Source: an optimization exercise on an open RTL-to-GDS flow (aim: small area). Production flows keep margins and buffers that such runs may drop. Only simulation tests tie the RTL to the original design; equivalence was not proved. Power and IR drop assume default switching activity.

==> inputs of run a <==
## id_stage_pipe
module id_stage_pipe #(
    parameter int DATA_W     = 32,
    parameter int REG_ADDR_W = 5,
    parameter int SIG_W      = 32,
    parameter int LINK_REG   = 31,
    parameter int REGDST_BIT = 0,
    parameter int JAL_BIT    = 13,
    parameter int ZEXT_BIT   = 14
) (
    input  logic                  clk,
    input  logic                  rst,
    input  logic                  in_valid,
    output logic                  in_ready,
    input  logic [31:0]           in_pc,
    input  logic [31:0]           in_ir,
    input  logic [SIG_W-1:0]      in_signal,
    input  logic                  flush,
    input  logic                  wb_we,
    input  logic [REG_ADDR_W-1:0] wb_addr,
    input  logic [DATA_W-1:0]     wb_data,
    input  logic                  ex_load,
    input  logic [REG_ADDR_W-1:0] ex_dst,
    output logic                  hazard,
    output logic                  out_valid,
    input  logic                  out_ready,
    output logic [31:0]           out_pc,
    output logic [31:0]           out_ir,
    output logic [SIG_W-1:0]      out_signal,
  ...
Settings: LEC_CHECK=0, CAP_MARGIN=20, CORE_MARGIN=2, CORE_UTILIZATION=45, CTS_CLUSTER_DIAMETER=100, CTS_CLUSTER_SIZE=20, SETUP_SLACK_MARGIN=0.3, SLEW_MARGIN=20, SYNTH_HIERARCHICAL=1, SYNTH_MINIMUM_KEEP_SIZE=0; clock period 5.0 ns.
run.sh (not shown) runs the stock make flow with config.mk's settings and CLKGATE_MAP_FILE= SYNTH_SCRIPT=/design/flow/synth_recipe.tcl, a recipe that flattens the netlist after the stock synthesis.
==> run b (differences from run a) <==
==> flow/flow/run.sh (new file) <==
#!/bin/bash
# Layout flow: the standard ORFS flow (standard.sh) with two settings added.
# * Port buffers are sky130_fd_sc_hd__buf_1 cells (every input and output port still
#   gets its own buffer, as in the standard flow).
# * CTS builds its tree from clkbuf_16 cells, clusters up to 16 sinks within 100 um
#   behind a clkbuf_8 each, and inserts no dummy loads.
# The full output of the run goes to standard.log; ORFS keeps each step's log under
# orfs/logs/.
set -euo pipefail
export BUFFER_PORTS_ARGS="-buffer_cell sky130_fd_sc_hd__buf_1"
export CTS_ARGS="-sink_clustering_enable -repair_clock_nets -dont_use_dummy_load -sink_clustering_size 16 -sink_clustering_max_diameter 100 -buf_list sky130_fd_sc_hd__clkbuf_16 -root_buf sky130_fd_sc_hd__clkbuf_16 -sink_clustering_buffer sky130_fd_sc_hd__clkbuf_8"
bash standard.sh > standard.log 2>&1
==> flow/standard.sh (new file) <==
#!/bin/bash
# synth_recipe.tcl (not shown) runs the flow's synth.tcl, then flattens the netlist and writes it again
# the make line also repeats each setting of config.mk as NAME=value (left out here)
make -C /OpenROAD-flow-scripts/flow DESIGN_CONFIG=/design/flow/config.mk WORK_HOME=/design/flow/orfs CLKGATE_MAP_FILE= SYNTH_SCRIPT=/design/flow/synth_recipe.tcl "${@:-finish}"
CAP_MARGIN = 5   (was 20)
CORE_UTILIZATION = 55   (was 45)
CTS_CLUSTER_DIAMETER = not set   (was 100)
CTS_CLUSTER_SIZE = not set   (was 20)
SETUP_SLACK_MARGIN = 0.2   (was 0.3)
SLEW_MARGIN = 5   (was 20)
removed: flow/run.sh
==> implementation parameters <==
Parameter                              Value

Routing
  Wire length on met3 ... 38500 um

Timing
  Final setup viols ... 1
  Total negative slack ... -0.105 ns
  Worst Slack Setup Final ... -0.105 ns

Die
  Total die area ... 0.0782 mm^2
  Rows ... 101

Status
  Status ... failed layout checks
  Layout Check Fail Reasons ... setup timing

Clock tree
  Post-CTS Setup Inserts ... 0

Setup path
  Critical Path, Cell by Cell ... or3b_2, nor2_4, buf_4, buf_4, a222oi_1, nand4_1, a2111o_1, buf_1

Finish
  Fraction of layout instances using a drive strength above 1 ... 9.53%
  Number of non-filler instances in the completed layout ... 5045

Power
  Clock-net power ... 4.44 mW

Global route
  Pin count of the biggest net entering global routing ... 83
the above is filed under run b

==> implementation parameters <==
Parameter                              Value

Status
  Status ... finished clean

Timing
  Worst Slack Setup Final ... 0.118 ns
  Final setup viols ... 0
  Total negative slack ... 0 ns

Die
  Rows ... 111
  Total die area ... 0.0954 mm^2

Setup path
  Critical Path, Cell by Cell ... nor2_1, nand2_2, nor2_2, buf_4, a222oi_1, nand4_1, a2111o_1, clkdlybuf4s50_1

Clock tree
  Post-CTS Setup Inserts ... 8

Global route
  Pin count of the biggest net entering global routing ... 93
the above is filed under run a

re-timing with driven ports:
How much do the figures lean on ideal ports? The routed layouts below were timed once more, with nothing changed but the port constraints.
Step 1 assumes that a clkbuf_16 drives the clock port and a buf_2 every other input.
Step 2 adds t to the input delays and takes it off the output delays; t is the mean of the earliest and latest rising clock arrival at the registers after step 1. Input paths then give back, and output paths get back, about the clock's delay inside the block.
a / b / c = no drivers / after step 1 / after step 2; a / b = the first two.
run | t (ns) | setup slack, ns | hold WS [ns] | latest minus earliest clock arrival (ns) | cell pins on the clock port's net
run a | 0.767 | 0.118 / 0.048 / 0.400 | 0.482 / 0.482 / 0.482 | 0.044 / 0.044 | 1
run b | 0.684 | -0.105 / -0.175 / 0.509 | 0.470 / 0.470 / 0.470 | 0.079 / 0.079 | 1
